This design comes from an exercise in tuning for small area, a short achievable clock period and few clock cycles on the open sky130 flow, not from production work. Only simulation tests tie the RTL to the original design; equivalence was not proved. Power and IR drop assume default switching activity.

## run 1
// stack_cpu
module stack_cpu (
    input  logic        clk,
    input  logic        reset,
    output logic [23:0] flash_addr,
    output logic        flash_enable,
    input  logic [7:0]  flash_data,
    input  logic        flash_ready,
    output logic [7:0]  uart_data,
    output logic        uart_send,
    input  logic        uart_busy,
    output logic        halted
);
For scale: about 1400 cells after synthesis, roughly 47 I/O pins.
clock: 8.0 ns
lec_check: 0
cap_margin: 20
core_margin: 2
core_utilization: 40
cts_cluster_diameter: 150
cts_cluster_size: 25
setup_slack_margin: 5
slew_margin: 20
run.sh (not shown) runs the stock make flow with config.mk's settings and CLKGATE_MAP_FILE= SYNTH_SCRIPT=/design/flow/synth_recipe.tcl, a recipe that flattens the netlist after the stock synthesis.
Testbench counts of run 1, summed over its fixed seeds: cycles 321,388.
diff inputs: run 1 => run 2
Settings: SETUP_SLACK_MARGIN: 5 -> unset.
==> flow/flow/run.sh (new file) <==
#!/bin/bash
set -euo pipefail
bash standard.sh SETUP_SLACK_MARGIN=5.3 finish > standard_flow.log 2>&1
==> flow/standard.sh (new file) <==
#!/bin/bash
# synth_recipe.tcl (not shown) runs the flow's synth.tcl, then flattens the netlist and writes it again
# the make line also repeats each setting of config.mk as NAME=value (left out here)
make -C /OpenROAD-flow-scripts/flow DESIGN_CONFIG=/design/flow/config.mk WORK_HOME=/design/flow/orfs CLKGATE_MAP_FILE= SYNTH_SCRIPT=/design/flow/synth_recipe.tcl "${@:-finish}"
removed: flow/run.sh
Results
In the metrics for run 2 and run 1, the one carrying the higher overall power consumption is run 2.
Delta(post-cts repair resize count, run 2 - run 1) > 0
Going from run 1 to run 2, length of routed met3 wiring saw a decrease; worst setup slack saw an increase; maximum clock skew at final layout saw an increase; global-route usage saw an increase.
Re pin count of the biggest net entering global routing: run 1 was higher than run 2.
Run 2 vs run 1, transition time at the pin with the least slew margin went down by 0.059 ns.
Number of synthesized flops with an enable pin delta (run 2 -> run 1): insignificant
Worst endpoint required time in run 2 is 0.02 ns higher than in run 1
Looking at final cycle utilization of the critical path, run 2 sits 2.5 points below run 1.
Input changes introduced in run 3 (baseline for comparison: run 2):
==> flow/flow/run.sh <==
#!/bin/bash
set -euo pipefail
bash standard.sh SETUP_SLACK_MARGIN=5.3 "BUFFER_PORTS_ARGS=-buffer_cell sky130_fd_sc_hd__buf_2" finish > standard_flow.log 2>&1
## What came out
Sequential share of layout area in run 3 is 0.83 points above run 2. On multi-input gate share of total cell area, run 3 tracks run 2 almost exactly. As far as layout multi-input combinational cell count is concerned, run 2 and run 3 perform about the same. Run 3 leaves more setup margin than run 2.

* * *

== v38 ==
Another version of the RTL of stack_cpu (not shown whole).
Size in the first run: roughly 340 flip-flops, roughly 16000 um2 of cells after synthesis.
==> flow/config.mk <==
export PLATFORM = sky130hd
export DESIGN_NAME = stack_cpu
export DESIGN_NICKNAME = stack_cpu
export VERILOG_FILES = /design/flow/design.v
export SDC_FILE = /design/flow/constraint.sdc
export NUM_CORES = 4
export LEC_CHECK = 0
export CAP_MARGIN = 20
export CORE_MARGIN = 2
export CORE_UTILIZATION = 40
export SLEW_MARGIN = 20
==> flow/constraint.sdc <==
create_clock -name core_clock -period 8.0 [get_ports {clk}]
set_input_delay 1.6000 -clock core_clock [delete_from_list [all_inputs] [get_ports {clk}]]
set_output_delay 1.6000 -clock core_clock [all_outputs]
set_load 0.01 [all_outputs]
standard.sh (not shown) runs the stock make flow with config.mk's settings and CLKGATE_MAP_FILE= SYNTH_SCRIPT=/design/flow/synth_recipe.tcl, a recipe that flattens the netlist after the stock synthesis.
==> flow/flow/run.sh <==
#!/bin/bash
set -euo pipefail
bash standard.sh SETUP_SLACK_MARGIN=5.3 finish > standard_flow.log 2>&1
v38: no failed stages, no open violations at the end
Testbench counts of v38, summed over its fixed seeds: cycles 321,388.
Relative to v38, the following input files were edited for v19:
==> flow/run.sh (new file) <==
#!/bin/bash
# synth_recipe.tcl (not shown) runs the flow's synth.tcl, then flattens the netlist and writes it again
# the make line also repeats each setting of config.mk as NAME=value (left out here)
make -C /OpenROAD-flow-scripts/flow DESIGN_CONFIG=/design/flow/config.mk WORK_HOME=/design/flow/orfs CLKGATE_MAP_FILE= SYNTH_SCRIPT=/design/flow/synth_recipe.tcl finish
--- a/flow/config.mk
+++ b/flow/config.mk
@@ -9,3 +9,4 @@
 export CORE_MARGIN = 2
 export CORE_UTILIZATION = 40
+export SETUP_SLACK_MARGIN = 5
 export SLEW_MARGIN = 20
removed: flow/flow/run.sh
removed: flow/standard.sh
Notes after the runs:
Relative to v38, v19 degrades post-layout total power.
v19 vs. v38: growth of design area from synthesis to finish went down; share of the cycle needed by the critical path after routing went up 1.4 points; layout buffer count excluding clock buffers fell by 39%; via count lost 341; area fraction of clock buffers and clock inverters +0.28 points.
From v38 to v19 the numbers moved as follows: multi-input gate share of total cell area now sits lower; worst hold slack grew by 18 ps; overall global routing resource usage rose by 0.15 points.

* * *

v6:
stack_cpu, a different RTL version from the one above (not shown whole).
Size: ~1400 cells after synthesis, roughly 47 I/O pins, roughly 16000 µm² of cells after synthesis.
// stack_cpu
module stack_cpu (
    input  logic        clk,
    input  logic        reset,
    output logic [23:0] flash_addr,
    output logic        flash_enable,
    input  logic [7:0]  flash_data,
    input  logic        flash_ready,
    output logic [7:0]  uart_data,
    output logic        uart_send,
    input  logic        uart_busy,
    output logic        halted
);
==> flow/config.mk <==
export PLATFORM = sky130hd
export DESIGN_NAME = stack_cpu
export DESIGN_NICKNAME = stack_cpu
export VERILOG_FILES = /design/flow/design.v
export SDC_FILE = /design/flow/constraint.sdc
export NUM_CORES = 4
export LEC_CHECK = 0
export CAP_MARGIN = 20
export CORE_MARGIN = 2
export CORE_UTILIZATION = 40
export CTS_CLUSTER_DIAMETER = 150
export CTS_CLUSTER_SIZE = 25
export SLEW_MARGIN = 20
==> flow/constraint.sdc <==
create_clock -name core_clock -period 8.0 [get_ports {clk}]
set_input_delay 1.6000 -clock core_clock [delete_from_list [all_inputs] [get_ports {clk}]]
set_output_delay 1.6000 -clock core_clock [all_outputs]
set_load 0.01 [all_outputs]
==> flow/flow/run.sh <==
#!/bin/bash
set -euo pipefail
bash standard.sh SETUP_SLACK_MARGIN=5.15 "BUFFER_PORTS_ARGS=-buffer_cell sky130_fd_sc_hd__buf_2" finish > standard_flow.log 2>&1
Testbench counts of v6, summed over its fixed seeds: cycles 321,388.
Setup changes, v6 to v7
==> flow/flow/run.sh <==
#!/bin/bash
set -euo pipefail
bash standard.sh SETUP_SLACK_MARGIN=5.3 "BUFFER_PORTS_ARGS=-buffer_cell sky130_fd_sc_hd__buf_2" finish > standard_flow.log 2>&1
### Flow results
Going from v6 to v7, the sequential cell area share was found to have gone down by 0.49 points.
Routing usage on met3 essentially unchanged between v7 and v6.
Run comparison: v6 slowest stage cell on the critical path sky130_fd_sc_hd__nor3_1; v7 slowest stage cell on the critical path sky130_fd_sc_hd__edfxtp_1
Cmp v7 vs v6: total length of routed wires higher in v7
In v7, the register-to-register setup slack came out 0.13 ns above the value in v6.
When v7 is measured against v6, its remaining max-slew budget at the tightest pin turns out 2.4 points lower.
Of v7 and v6, v6 shows the lower slew at the pin closest to its max-slew limit, with v7 above it.
Against v6, v7 comes in 7 lower on number of stages on the worst setup path.
Summary — clock share of power, v7 relative to v6: higher, by 0.3 points.
Compared v6 against v7; sequential power within noise.

* * *

== before ==
Another version of the RTL of stack_cpu (not shown whole).
For scale: about 1400 cells after synthesis, ~360 flip-flops, ~47 I/O pins, roughly 16000 um^2 of cells after synthesis.
clock: 8.0 ns
lec_check: 0
cap_margin: 20
core_margin: 2
core_utilization: 40
cts_cluster_diameter: 150
cts_cluster_size: 25
slew_margin: 20
==> flow/flow/run.sh <==
#!/bin/bash
set -euo pipefail
bash standard.sh SETUP_SLACK_MARGIN=5.4 "BUFFER_PORTS_ARGS=-buffer_cell sky130_fd_sc_hd__buf_2" finish > standard_flow.log 2>&1
Looking at the reports, before completed the entire flow and the layout it produced met the timing, DRC and antenna checks.
Testbench counts of before, summed over its fixed seeds: cycles 320,946.
Inputs modified between before and after:
==> flow/flow/run.sh <==
#!/bin/bash
set -euo pipefail
bash standard.sh SETUP_SLACK_MARGIN=5.3 "BUFFER_PORTS_ARGS=-buffer_cell sky130_fd_sc_hd__buf_2" finish > standard_flow.log 2>&1
Findings:
before has a higher non-clock buffer count than after.
For the core utilization, after came in 1.4 points lower than before did.
after was carried through to the last stage, and its layout satisfied the timing, DRC and antenna checks.
before ended up with register to register as its path type of the worst setup path; after ended up with register to output port.
Compared with before, in after wire length on met1 shows a reduction of 2.9%, antenna diode count shows a reduction of 1, multi-input combinational area share shows an increase of 0.72 points, minimum hold slack shows an increase of 0.016 ns.

* * *

stack_cpu, a different RTL version from the one above (not shown whole).
Size: ~1400 cells after synthesis, ~47 I/O pins.
==> flow/design.v (excerpt) <==
module stack_cpu (
    input  logic        clk,
    input  logic        reset,
    output logic [23:0] flash_addr,
    output logic        flash_enable,
    input  logic [7:0]  flash_data,
    input  logic        flash_ready,
    output logic [7:0]  uart_data,
    output logic        uart_send,
    input  logic        uart_busy,
    output logic        halted
);
    localparam logic [3:0] l_hold = 4'b1010;
    localparam logic [3:0] l_sec  = 4'b1100;
    localparam logic [3:0] l_and  = 4'b1000;
    localparam logic [3:0] l_or   = 4'b1110;
    localparam logic [3:0] l_xor  = 4'b0110;
    localparam logic [3:0] l_xnor = 4'b1001;
    localparam logic [3:0] l_not  = 4'b0101;
    localparam logic [3:0] l_zero = 4'b0000;
    localparam logic [2:0] f_idle = 3'd0;    
    localparam logic [2:0] f_r1   = 3'd1;    
    localparam logic [2:0] f_r2   = 3'd2;    
    localparam logic [2:0] f_chk  = 3'd3;    
    localparam logic [2:0] f_hold = 3'd4;    
    logic [2:0]  fst;
    logic        hold_mode;
    logic        low_seen;
    logic        got;           
    logic        fail;
    logic [3:0]  c_lo;          
    logic [3:0]  c_hi;          
    logic        c_alo;         
    logic        c_ahi;         
    logic        c_sub;         
    logic        c_fsel;        
    logic        c_fz;          
    logic        c_flt;         
  ...
Settings: LEC_CHECK=0, CAP_MARGIN=20, CORE_MARGIN=2, CORE_UTILIZATION=40, CTS_CLUSTER_DIAMETER=150, CTS_CLUSTER_SIZE=25, SLEW_MARGIN=20; clock period 8.0 ns.
==> flow/flow/run.sh <==
#!/bin/bash
set -euo pipefail
bash standard.sh SETUP_SLACK_MARGIN=5.25 "BUFFER_PORTS_ARGS=-buffer_cell sky130_fd_sc_hd__buf_2" finish > standard_flow.log 2>&1
The starting point completed without violations.
Testbench counts at the start, summed over its fixed seeds: cycles 320,946.
==> next run, changes <==
==> flow/flow/run.sh (replaced) <==
#!/bin/bash
set -euo pipefail
bash standard.sh SETUP_SLACK_MARGIN=5.35 "BUFFER_PORTS_ARGS=-buffer_cell sky130_fd_sc_hd__buf_2" finish > standard_flow.log 2>&1
Effect: The changed run completed with no timing, DRC or antenna violations; worst setup slack improves by 0.069 ns; cell area goes up by about 2.8%; global-route usage came out higher by 0.12 points; worst hold slack hardly moves; routed wire length climbs by about 1.8%; cell count rises by about 2.3%; combinational power stays flat.

==> what the ideal ports hide <==
How much do the figures lean on ideal ports? The routed layouts below were timed once more, with nothing changed but the port constraints. Step 1: set_driving_cell puts a clkbuf_16 on clk and a buf_2 on each other input, an assumption about the parent block. Step 2 also shifts input and output timing later by t, the mid clock arrival at the registers, as if the neighbouring blocks saw the same clock. Three values: ideal, step 1, step 2; two values: the first two.
| run | shift t [ns] | setup slack, ns | latest minus earliest clock arrival (ns) | worst data-port slew with drivers (ns) | pins driven straight from the clock port |
|---|---|---|---|---|---|
| run 1 | 0.567 | 5.051 / 5.079 / 4.512 | 0.031 / 0.031 | 0.03 | 1 |
| run 2 | 0.578 | 5.251 / 5.256 / 4.678 | 0.036 / 0.036 | 0.06 | 1 |
| run 3 | 0.582 | 5.270 / 5.242 / 4.695 | 0.026 / 0.026 | 0.06 | 1 |
| v38 | 0.577 | 5.172 / 5.172 / 4.852 | 0.025 / 0.024 | 0.03 | 1 |
| v19 | 0.570 | 5.060 / 5.080 / 4.511 | 0.027 / 0.027 | 0.03 | 1 |
| v6 | 0.570 | 5.130 / 5.161 / 4.591 | 0.044 / 0.044 | 0.03 | 1 |
| v7 | 0.568 | 5.323 / 5.270 / 4.799 | 0.046 / 0.046 | 0.03 | 1 |
| before | 0.578 | 5.332 / 5.280 / 4.968 | 0.046 / 0.046 | 0.03 | 1 |
| after | 0.575 | 5.342 / 5.289 / 4.876 | 0.034 / 0.035 | 0.03 | 1 |
| the first run of note 5 | 0.564 | 5.293 / 5.245 / 4.928 | 0.028 / 0.028 | 0.04 | 1 |
| the second run of note 5 | 0.567 | 5.363 / 5.314 / 4.924 | 0.028 / 0.029 | 0.03 | 1 |
After both steps setup and hold are still met in every run listed. For run 3, which loses most, drivers alone change the setup slack by -0.028 ns; drivers and shift together by -0.575 ns.
